What follows belongs to an exercise in optimizing a design on an open flow for small area, a short achievable clock period and few clock cycles; a production flow would make more cautious choices.
Only simulation tests tie the RTL to the original design; equivalence was not proved.
Power figures rest on the tool's default switching activity, not on a simulated workload.

## config.mk

```make
export PLATFORM = sky130hd
export DESIGN_NAME = cpu_top
export DESIGN_NICKNAME = cpu_top
export VERILOG_FILES = /design/flow/design.v
export SDC_FILE = /design/flow/constraint.sdc
export NUM_CORES = 4
export LEC_CHECK = 0
export CAP_MARGIN = 20
export CORE_MARGIN = 2
export CORE_UTILIZATION = 35
export SETUP_SLACK_MARGIN = 5
export SLEW_MARGIN = 20
export SYNTH_HIERARCHICAL = 1
```

## constraint.sdc

```tcl
create_clock -name core_clock -period 10.0 [get_ports {clk}]
set_input_delay 2.0000 -clock core_clock [delete_from_list [all_inputs] [get_ports {clk}]]
set_output_delay 2.0000 -clock core_clock [all_outputs]
set_load 0.01 [all_outputs]
```

## design.v

```verilog
package cpu_pkg;
    localparam int DATA_W    = 16;
    localparam int ADDR_W    = 8;
    localparam int MEM_DEPTH = 256;
    localparam int REG_SEL_W = 4;
    localparam int NUM_REGS  = 16;
    localparam logic [3:0] OP_SYS    = 4'b0000;  
    localparam logic [3:0] OP_SETN   = 4'b0001;
    localparam logic [3:0] OP_LOADN  = 4'b0010;
    localparam logic [3:0] OP_STOREN = 4'b0011;
    localparam logic [3:0] OP_ADDN   = 4'b0101;
    localparam logic [3:0] OP_ADD    = 4'b0110;  
    localparam logic [3:0] OP_SUB    = 4'b0111;  
    localparam logic [3:0] OP_JUMPN  = 4'b1011;
    localparam logic [1:0] OP_JCOND  = 2'b11;    
    localparam logic [1:0] SYS_HALT  = 2'b00;
    localparam logic [1:0] SYS_WRITE = 2'b10;
    localparam logic [1:0] COND_EQZ = 2'b00;
    localparam logic [1:0] COND_NEZ = 2'b01;
    localparam logic [1:0] COND_GTZ = 2'b10;
    localparam logic [1:0] COND_LTZ = 2'b11;
    typedef logic [2:0] step_t;
    typedef enum logic [2:0] {
        BUS_NONE = 3'd0,  
        BUS_PC   = 3'd1,
        BUS_MEM  = 3'd2,
        BUS_REG  = 3'd3,
        BUS_ALU  = 3'd4,
        BUS_IMM  = 3'd5
    } bus_src_t;
    typedef enum logic {
        ALU_ADD = 1'b0,
        ALU_SUB = 1'b1   
    } alu_op_t;
endpackage
`timescale 1ns/100ps
import cpu_pkg::*;
module instr_decode (
    input  logic [DATA_W-1:0]    ir,
    output logic                 is_rrr,      
    output logic                 is_sub,
    output logic                 is_load,
    output logic                 is_store,
    output logic                 is_wrop,     
    output logic                 is_jump,
    output logic                 is_jcond,
    output logic                 is_halt,
    output logic                 is_write,
    output logic                 reads0,      
    output logic [REG_SEL_W-1:0] sel0,        
    output logic                 zero0,       
    output logic                 writes_rd    
);
    logic [3:0] op;
    logic       is_setn, is_addn, is_sys;
    assign op       = ir[15:12];
    assign is_sys   = (op == OP_SYS);
    assign is_rrr   = (op[3:1] == 3'b011);
    assign is_sub   = (op == OP_SUB);
    assign is_setn  = (op == OP_SETN);
    assign is_addn  = (op == OP_ADDN);
    assign is_load  = (op == OP_LOADN);
    assign is_store = (op == OP_STOREN);
    assign is_wrop  = is_rrr || is_setn || is_addn;
    assign is_jump  = (op == OP_JUMPN);
    assign is_jcond = (ir[15:14] == OP_JCOND);
    assign is_halt  = is_sys && (ir[1:0] == SYS_HALT);
    assign is_write = is_sys && (ir[1:0] == SYS_WRITE);
    assign reads0   = is_rrr || is_addn || is_write || is_jcond || is_store;
    assign sel0     = is_rrr ? ir[7:4] : ir[11:8];
    assign zero0    = is_setn;
    assign writes_rd = is_wrop && (ir[11:8] != 4'd0);
endmodule
`timescale 1ns/100ps
`timescale 1ns/100ps
import cpu_pkg::*;
module register_file (
    input  logic                 clk,
    input  logic                 rst,
    input  logic                 we_a,
    input  logic [REG_SEL_W-1:0] wsel_a,
    input  logic [DATA_W-1:0]    wdata_a,
    input  logic                 zdata_a,
    input  logic                 we_b,
    input  logic [REG_SEL_W-1:0] wsel_b,
    input  logic [DATA_W-1:0]    wdata_b,
    input  logic                 zdata_b,
    input  logic                 we_l,
    input  logic [REG_SEL_W-1:0] wsel_l,
    input  logic [DATA_W-1:0]    wdata_l,
    input  logic                 zdata_l,
    input  logic [REG_SEL_W-1:0] sel_a0,
    input  logic [REG_SEL_W-1:0] sel_a1,
    input  logic [REG_SEL_W-1:0] sel_b0,
    input  logic [REG_SEL_W-1:0] sel_b1,
    input  logic [NUM_REGS-1:0]  oh_fa,       
    input  logic [NUM_REGS-1:0]  oh_fb,
    output logic [DATA_W-1:0]    rd_a0,
    output logic [DATA_W-1:0]    rd_a1,
    output logic [DATA_W-1:0]    rd_b0,
    output logic [DATA_W-1:0]    rd_b1,
    output logic                 zero_a,
    output logic                 sign_a,
    output logic                 zero_b,
    output logic                 sign_b
);
    logic [DATA_W-1:0] regs [1:NUM_REGS-1];
    logic [DATA_W-1:0] rf [NUM_REGS];      
    logic [NUM_REGS-1:1] zq;               
    logic [NUM_REGS-1:0] zf, sf;
    always_ff @(posedge clk) begin
        for (int i = 1; i < NUM_REGS; i++) begin
            if (rst) begin
                regs[i] <= '0;
                zq[i]   <= 1'b1;
            end else if (we_b && wsel_b == REG_SEL_W'(i)) begin
                regs[i] <= wdata_b;
                zq[i]   <= zdata_b;
            end else if (we_a && wsel_a == REG_SEL_W'(i)) begin
                regs[i] <= wdata_a;
                zq[i]   <= zdata_a;
            end else if (we_l && wsel_l == REG_SEL_W'(i)) begin
                regs[i] <= wdata_l;
                zq[i]   <= zdata_l;
            end
        end
    end
    always_comb begin
        rf[0] = '0;
        for (int i = 1; i < NUM_REGS; i++)
            rf[i] = regs[i];
        zf[0] = 1'b1;
        sf[0] = 1'b0;
        for (int i = 1; i < NUM_REGS; i++) begin
            zf[i] = zq[i];
            sf[i] = regs[i][DATA_W-1];
        end
    end
    assign rd_a0  = rf[sel_a0];
    assign rd_a1  = rf[sel_a1];
    assign rd_b0  = rf[sel_b0];
    assign rd_b1  = rf[sel_b1];
    assign zero_a = |(zf & oh_fa);
    assign sign_a = |(sf & oh_fa);
    assign zero_b = |(zf & oh_fb);
    assign sign_b = |(sf & oh_fb);
endmodule
`timescale 1ns/100ps
import cpu_pkg::*;
module alu_unit (
    input  logic              sub,
    input  logic [DATA_W-1:0] a,
    input  logic [DATA_W-1:0] b,
    output logic [DATA_W-1:0] result,
    output logic              zero      
);
    logic [DATA_W-1:0] bb, p, g, gg, pp, gn, pn, c;
    always_comb begin
        bb = sub ? ~b : b;
        p  = a ^ bb;
        g  = a & bb;
        gg = g;
        pp = p;
        gg[0] = g[0] | (p[0] & sub);
        for (int d = 1; d < DATA_W; d = d * 2) begin
            gn = gg;
            pn = pp;
            for (int i = d; i < DATA_W; i++) begin
                gn[i] = gg[i] | (pp[i] & gg[i-d]);
                pn[i] = pp[i] & pp[i-d];
            end
            gg = gn;
            pp = pn;
        end
        c = {gg[DATA_W-2:0], sub};
        result = p ^ c;
    end
    logic [DATA_W-1:0] zb;
    always_comb begin
        zb[0] = !(p[0] ^ sub);
        for (int i = 1; i < DATA_W; i++)
            zb[i] = (p[i] == (a[i-1] | bb[i-1]));
    end
    assign zero = &zb;
endmodule
`timescale 1ns/100ps
import cpu_pkg::*;
module program_memory (
    input  logic                clk,
    input  logic                we,
    input  logic [ADDR_W-1:0]   waddr,
    input  logic [DATA_W-1:0]   wdata,
    input  logic [ADDR_W-2:0]   raddr_n,
    input  logic [ADDR_W-2:0]   raddr_t,
    output logic [2*DATA_W-1:0] rdata_n,
    output logic [2*DATA_W-1:0] rdata_t
);
    localparam int NP = MEM_DEPTH / 2;
    logic [DATA_W-1:0] mem [MEM_DEPTH];
    always_ff @(posedge clk) begin
        for (int i = 0; i < MEM_DEPTH; i++)
            if (we && waddr == ADDR_W'(i))
                mem[i] <= wdata;
    end
    logic [15:0] lo_n, lo_t;
    logic [7:0]  hi_n, hi_t;
    logic [NP-1:0] ws_n, ws_t;
    always_comb begin
        for (int i = 0; i < 16; i++) begin
            lo_n[i] = (raddr_n[3:0] == 4'(i));
            lo_t[i] = (raddr_t[3:0] == 4'(i));
        end
        for (int i = 0; i < 8; i++) begin
            hi_n[i] = (raddr_n[6:4] == 3'(i));
            hi_t[i] = (raddr_t[6:4] == 3'(i));
        end
        for (int i = 0; i < NP; i++) begin
            ws_n[i] = hi_n[i/16] && lo_n[i%16];
            ws_t[i] = hi_t[i/16] && lo_t[i%16];
        end
        rdata_n = '0;
        rdata_t = '0;
        for (int i = 0; i < NP; i++) begin
            rdata_n = rdata_n | ({mem[2*i+1], mem[2*i]} & {2*DATA_W{ws_n[i]}});
            rdata_t = rdata_t | ({mem[2*i+1], mem[2*i]} & {2*DATA_W{ws_t[i]}});
        end
    end
endmodule
`timescale 1ns/100ps
import cpu_pkg::*;
module cpu_top (
    input  logic              clk,
    input  logic              rst,
    input  logic              writing_program,
    input  logic              prog_we,
    input  logic [ADDR_W-1:0] prog_addr,
    input  logic [DATA_W-1:0] prog_wdata,
    output logic              out_valid,
    output logic [DATA_W-1:0] out_data,
    output logic              halted
);
    localparam int PW = ADDR_W - 1;    
    logic                 rst_q;
    logic [DATA_W-1:0]    ir0, ir1;    
    logic [NUM_REGS-1:0]  rx0_oh, rx1_oh;    
    logic                 v0, v1;      
    logic [PW-1:0]        pp, npp;     
    logic                 skip0;       
    logic                 ld_pend;     
    logic [REG_SEL_W-1:0] ld_rd;
    logic [DATA_W-1:0]    ld_data;
    logic                 wb_en;
    logic [ADDR_W-1:0]    wb_addr;
    logic [DATA_W-1:0]    wb_data;
    logic a_rrr, a_sub, a_load, a_store, a_wrop, a_jump, a_jcond, a_halt, a_write, a_reads0, a_wrd;
    logic b_rrr, b_sub, b_load, b_store, b_wrop, b_jump, b_jcond, b_halt, b_write, b_reads0, b_wrd;
    logic [REG_SEL_W-1:0] a_sel0, b_sel0;
    logic                 a_zero0, b_zero0;
    instr_decode dec_a (
        .ir(ir0), .is_rrr(a_rrr), .is_sub(a_sub), .is_load(a_load), .is_store(a_store),
        .is_wrop(a_wrop), .is_jump(a_jump), .is_jcond(a_jcond), .is_halt(a_halt),
        .is_write(a_write), .reads0(a_reads0), .sel0(a_sel0), .zero0(a_zero0), .writes_rd(a_wrd)
    );
    instr_decode dec_b (
        .ir(ir1), .is_rrr(b_rrr), .is_sub(b_sub), .is_load(b_load), .is_store(b_store),
        .is_wrop(b_wrop), .is_jump(b_jump), .is_jcond(b_jcond), .is_halt(b_halt),
        .is_write(b_write), .reads0(b_reads0), .sel0(b_sel0), .zero0(b_zero0), .writes_rd(b_wrd)
    );
    logic [DATA_W-1:0] ra_a, rb_a, ra_b, rb_b;
    logic              zero_a, sign_a, zero_b, sign_b;
    logic              we_a, we_b;
    logic [DATA_W-1:0] res_a, res_b;
    logic              zero_r, zero_rb;    
    register_file regs0 (
        .clk(clk), .rst(rst_q),
        .we_a(we_a), .wsel_a(ir0[11:8]), .wdata_a(res_a), .zdata_a(zero_r),
        .we_b(we_b), .wsel_b(ir1[11:8]), .wdata_b(res_b), .zdata_b(zero_rb),
        .we_l(ld_pend), .wsel_l(ld_rd), .wdata_l(ld_data), .zdata_l(ld_data == '0),
        .sel_a0(a_sel0), .sel_a1(ir0[3:0]), .sel_b0(b_sel0), .sel_b1(ir1[3:0]),
        .oh_fa(rx0_oh), .oh_fb(rx1_oh),
        .rd_a0(ra_a), .rd_a1(rb_a), .rd_b0(ra_b), .rd_b1(rb_b),
        .zero_a(zero_a), .sign_a(sign_a), .zero_b(zero_b), .sign_b(sign_b)
    );
    alu_unit alu_a (
        .sub(a_sub), .a(a_zero0 ? '0 : ra_a),
        .b(a_rrr ? rb_a : {{(DATA_W-ADDR_W){1'b0}}, ir0[ADDR_W-1:0]}), .result(res_a),
        .zero(zero_r)
    );
    alu_unit alu_b (
        .sub(b_sub), .a(b_zero0 ? '0 : ra_b),
        .b(b_rrr ? rb_b : {{(DATA_W-ADDR_W){1'b0}}, ir1[ADDR_W-1:0]}), .result(res_b),
        .zero(zero_rb)
    );
    function automatic logic cond(input logic [1:0] cc, input logic z, input logic s);
        case (cc)
            COND_EQZ: cond = z;
            COND_NEZ: cond = !z;
            COND_GTZ: cond = !z && !s;
            default:  cond = s;
        endcase
    endfunction
    logic run, pair_ok, raw, ld_raw, stall_a, stall_b, exe_a, exe_b;
    logic jmp_a, jmp_b, take_a, take_b, ld_a, ld_b, st_a, st_b;
    logic finish, redirect;
    logic sel_a, sel_b;
    assign run = !halted;
    assign raw = a_wrd && ((b_reads0 && b_sel0 == ir0[11:8]) ||
                           (b_rrr && ir1[3:0] == ir0[11:8]));
    assign ld_raw = a_load && (ir0[11:8] != 4'd0) &&
                    ((b_reads0 && b_sel0 == ir0[11:8]) || (b_rrr && ir1[3:0] == ir0[11:8]) ||
                     ((b_wrop || b_load) && ir1[11:8] == ir0[11:8]));
    assign pair_ok = !a_halt && !b_halt && !(a_load && b_load) && !ld_raw &&
                     !(a_store && (b_store || (b_load && ir0[ADDR_W-1:0] == ir1[ADDR_W-1:0]))) &&
                     !(a_store && ir0[ADDR_W-1:0] == {pp, 1'b1}) &&
                     !(a_write && b_write) && (!raw || fused);
    logic back_b, fused, mispredict;
    assign back_b  = (ir1[ADDR_W-1:0] <= {pp, 1'b1});
    assign fused   = a_wrop && b_jcond && !ir1[13] && back_b;
    assign stall_a = ld_pend && (ld_rd != 4'd0) &&
                     ((a_reads0 && a_sel0 == ld_rd) || (a_rrr && ir0[3:0] == ld_rd));
    assign stall_b = ld_pend && (ld_rd != 4'd0) &&
                     ((b_reads0 && b_sel0 == ld_rd) || (b_rrr && ir1[3:0] == ld_rd));
    assign exe_a = run && v0 && !stall_a;
    assign jmp_a = a_jump || (a_jcond && cond(ir0[13:12], zero_a, sign_a));
    assign jmp_b = b_jump || (b_jcond && (v0 && raw ? 1'b1 : cond(ir1[13:12], zero_b, sign_b)));
    assign exe_b = run && v1 && !stall_b &&
                   (v0 ? (!stall_a && pair_ok && !jmp_a && !((a_jcond || a_load) && (b_load || jmp_b)))
                       : 1'b1);
    assign take_a = exe_a && jmp_a;
    assign take_b = exe_b && jmp_b;
    assign mispredict = exe_b && v0 && raw && (zero_r == ir1[12]);
    assign ld_a   = exe_a && a_load;
    assign ld_b   = exe_b && b_load;
    assign st_a   = exe_a && a_store;
    assign st_b   = exe_b && b_store;
    logic t_is_a, use_t;
    assign t_is_a = v0 && (a_load || a_jump || a_jcond);
    assign sel_a  = v0 && jmp_a;
    assign sel_b  = v1 && jmp_b;
    assign use_t  = sel_a || sel_b;
    assign finish   = run && ((exe_a && (!v1 || take_a)) || exe_b || (!v0 && !v1));
    assign redirect = take_a || take_b;
    logic [PW-1:0]       fetch_pair;
    logic [2*DATA_W-1:0] fetch_data, rdata_n, rdata_t;
    logic                st_en;
    logic [ADDR_W-1:0]   st_addr;
    logic [DATA_W-1:0]   st_data;
    logic [ADDR_W-1:0]   tgt;
    assign fetch_pair = sel_a ? ir0[ADDR_W-1:1] : (sel_b ? ir1[ADDR_W-1:1] : npp);
    assign tgt        = take_a ? ir0[ADDR_W-1:0] : ir1[ADDR_W-1:0];
    logic              mem_we;
    logic [ADDR_W-1:0] mem_waddr;
    logic [DATA_W-1:0] mem_wdata;
    assign mem_we    = wb_en || (st_en && !writing_program);
    assign mem_waddr = wb_en ? wb_addr : st_addr;
    assign mem_wdata = wb_en ? wb_data : st_data;
    program_memory mem0 (
        .clk(clk), .we(mem_we), .waddr(mem_waddr), .wdata(mem_wdata),
        .raddr_n(npp), .raddr_t(t_is_a ? ir0[ADDR_W-1:1] : ir1[ADDR_W-1:1]),
        .rdata_n(rdata_n), .rdata_t(rdata_t)
    );
    assign fetch_data = use_t ? rdata_t : rdata_n;
    assign st_en   = st_a || st_b;
    assign st_addr = st_a ? ir0[ADDR_W-1:0] : ir1[ADDR_W-1:0];
    assign st_data = st_a ? ra_a : ra_b;
    logic st_hit;    
    assign st_hit = st_en && (sel_a ? (st_addr[ADDR_W-1:1] == ir0[ADDR_W-1:1]) :
                              sel_b ? (st_addr[ADDR_W-1:1] == ir1[ADDR_W-1:1]) :
                                      (st_addr[ADDR_W-1:1] == npp));
    assign we_a = exe_a && a_wrd;
    assign we_b = exe_b && b_wrd;
    function automatic logic [NUM_REGS-1:0] onehot(input logic [REG_SEL_W-1:0] r);
        onehot = '0;
        onehot[r] = 1'b1;
    endfunction
    always_ff @(posedge clk) begin
        rst_q <= rst;
        wb_en   <= writing_program && prog_we && !rst;
        wb_addr <= prog_addr;
        wb_data <= prog_wdata;
        if (writing_program) begin
            v0      <= 1'b0;
            v1      <= 1'b0;
            npp     <= '0;
            skip0   <= 1'b0;
            ld_pend <= 1'b0;
        end else if (run) begin
            ld_pend <= ld_a || ld_b;
            ld_rd   <= ld_a ? ir0[11:8] : ir1[11:8];
            ld_data <= (ld_a ? ir0[0] : ir1[0]) ? rdata_t[2*DATA_W-1:DATA_W]
                                               : rdata_t[DATA_W-1:0];
            if (finish) begin
                if (!v0 && !v1) begin
                    ir0   <= fetch_data[DATA_W-1:0];
                    ir1   <= fetch_data[2*DATA_W-1:DATA_W];
                    rx0_oh <= onehot(fetch_data[11:8]);
                    rx1_oh <= onehot(fetch_data[DATA_W+11:DATA_W+8]);
                    pp    <= npp;
                    npp   <= npp + PW'(1);
                    v0    <= !skip0;
                    v1    <= 1'b1;
                    skip0 <= 1'b0;
                end else if (st_hit) begin
                    v0    <= 1'b0;
                    v1    <= 1'b0;
                    npp   <= fetch_pair;
                    skip0 <= redirect && tgt[0];
                end else begin
                    ir0 <= fetch_data[DATA_W-1:0];
                    ir1 <= fetch_data[2*DATA_W-1:DATA_W];
                    rx0_oh <= onehot(fetch_data[11:8]);
                    rx1_oh <= onehot(fetch_data[DATA_W+11:DATA_W+8]);
                    pp  <= fetch_pair;
                    v0  <= !mispredict && !(redirect && tgt[0]);
                    v1  <= !mispredict;
                    if (!mispredict)
                        npp <= fetch_pair + PW'(1);
                end
            end else if (exe_a) begin
                v0 <= 1'b0;
                if (st_a && st_addr == {pp, 1'b1}) begin
                    ir1    <= st_data;
                    rx1_oh <= onehot(st_data[11:8]);
                end
            end
        end
        if (rst) begin
            out_valid <= 1'b0;
            halted    <= 1'b0;
        end else begin
            out_valid <= (exe_a && a_write) || (exe_b && b_write);
            if ((exe_a && a_halt) || (exe_b && b_halt))
                halted <= 1'b1;
        end
        if (exe_a && a_write)
            out_data <= ra_a;
        else if (exe_b && b_write)
            out_data <= ra_b;
    end
endmodule
```

## run.sh

```bash
#!/bin/bash
# synth_recipe.tcl (not shown) runs the flow's synth.tcl, then flattens the netlist and writes it again
# the make line also repeats each setting of config.mk as NAME=value (left out here)
make -C /OpenROAD-flow-scripts/flow DESIGN_CONFIG=/design/flow/config.mk WORK_HOME=/design/flow/orfs CLKGATE_MAP_FILE= SYNTH_SCRIPT=/design/flow/synth_recipe.tcl finish
```

==> qor.csv <==
stage,metric,value,unit
global_route,grt_max_degree,171,
global_route,grt_usage,87.65,%
synth,synth_nets,17350,
floorplanning,rows,288,
synth,synthArstFlopShare,0,%
synth,ys.flop_type,edfxtp_1,
synth,synth_area_leaders,"edfxtp_1, a22oi_1, dfxtp_1, nand3_1, mux2i_1",
placement,dpl.hpwl,1707000,um
placement,portBuffers,45,
cts,postCtsHoldBufs,0,
global_route,grt_pass1_wl,3531000,um
outcome,status,did not finish,
floorplanning,die_h,788.9,um
synth,ys_ff_latch,4497,
cts,clockBufferDepth,4,
cts,clkSinkCount,4497,
cts,cts_root_buf,clkbuf_16,
global_route,grt-ovfl-total,612,
placement,gp_congestion,1.275,
floorplanning,boundaryPins,46,
floorplanning,die_w,788.9,um
synth,ys_seq_area_share,61.26,%
floorplanning,initial_core_util,35.10,%
cts,cts.htree.levels,6,
global_route,grt_pass1_vias,263700,
placement,place_area,240400,sq um
synth,synth_cells,17250,
synth,ys_types,121,
synth,synth_edf_count,4203,
synth,synth_area,215600,sq um
placement,dp_cells,25560,
synth,synth.avg_cell_area,12.50,sq um
synth,yosysTopAreaCellShare,58.53,%
outcome,stop_error,[ERROR GRT-0116] Global routing finished with congestion. Check the congestion regions in the DRC Viewer.,
synth,synth_commonest_cells,"edfxtp_1, a22oi_1, nand3_1",
synth,yosys.area.top_type,edfxtp_1,
outcome,haltStage,global routing (5_1_grt),
synth,yosysMostFrequentCell,edfxtp_1,
cts,cts_made_buffers,544,
synth,synth_warnings,13,
==> worst max-delay path by stage <==
stage                     cells past startpoint  slack [ns]         endpoint
after detailed placement                     19        1.72        rx0_oh[8]
after global placement                       20        1.58       rx1_oh[14]
after floorplan                              11        4.43  mem0.mem[0][13]
after CTS                                    21        4.01        rx0_oh[8]
==> logic make-up after synthesis <==
group / synth area share (%)
AND/OR/NAND/NOR: 11.35
multiplexers: 4.114
XOR/XNOR: 0.6093
flip-flops: 61.26
buffers and inverters: 3.359
adder cells (fa/ha/maj): 0.4364
AO/OA/AOI/OAI: 18.87
==> Yosys stat by module, one instance, submodules excluded <==
module,flip-flops and latches,area (sq um),times used,cells
instr_decode,0,176.4,2,26
cpu_top,146,9017,1,865
alu_unit,0,1403,2,194
register_file,255,22520,1,2983
program_memory,4096,180900,1,12960
==> repair_timing <==
action | CTS
pin swaps | 544
gates resized for setup | 2162
endpoints found under the setup margin | 8605
cloned | 94
endpoints found under the hold margin | 0
buffers inserted | 1353
==> per-layer routing <==
metal | overflow | GRT usage (%)
met2 | 240 | 92.98
met3 | 96 | 83.63
met5 | 12 | 74.16
met1 | 78 | 88.61
met4 | 186 | 83.32
==> power by group through the flow <==
stage / Combinational [mW] / Clock [mW] / Sequential, mW
2_1_floorplan: 16.7 / 0 / 25.6
3_3_place_gp: 44.8 / 0 / 25.8
3_5_place_dp: 44.5 / 0 / 25.8
4_1_cts: 56.3 / 20.9 / 25.2
==> stage by stage <==
stage	setup WS (ns)	util [%]	hold WS (ns)
4_1_cts	4.005	46.34	0.5251
3_3_place_gp	1.585	38.93	0.5160
3_5_place_dp	1.723	39.13	0.5093
2_1_floorplan	4.430	-	0.4589
Testbench counts, summed over its fixed seeds: cycles 8,702.
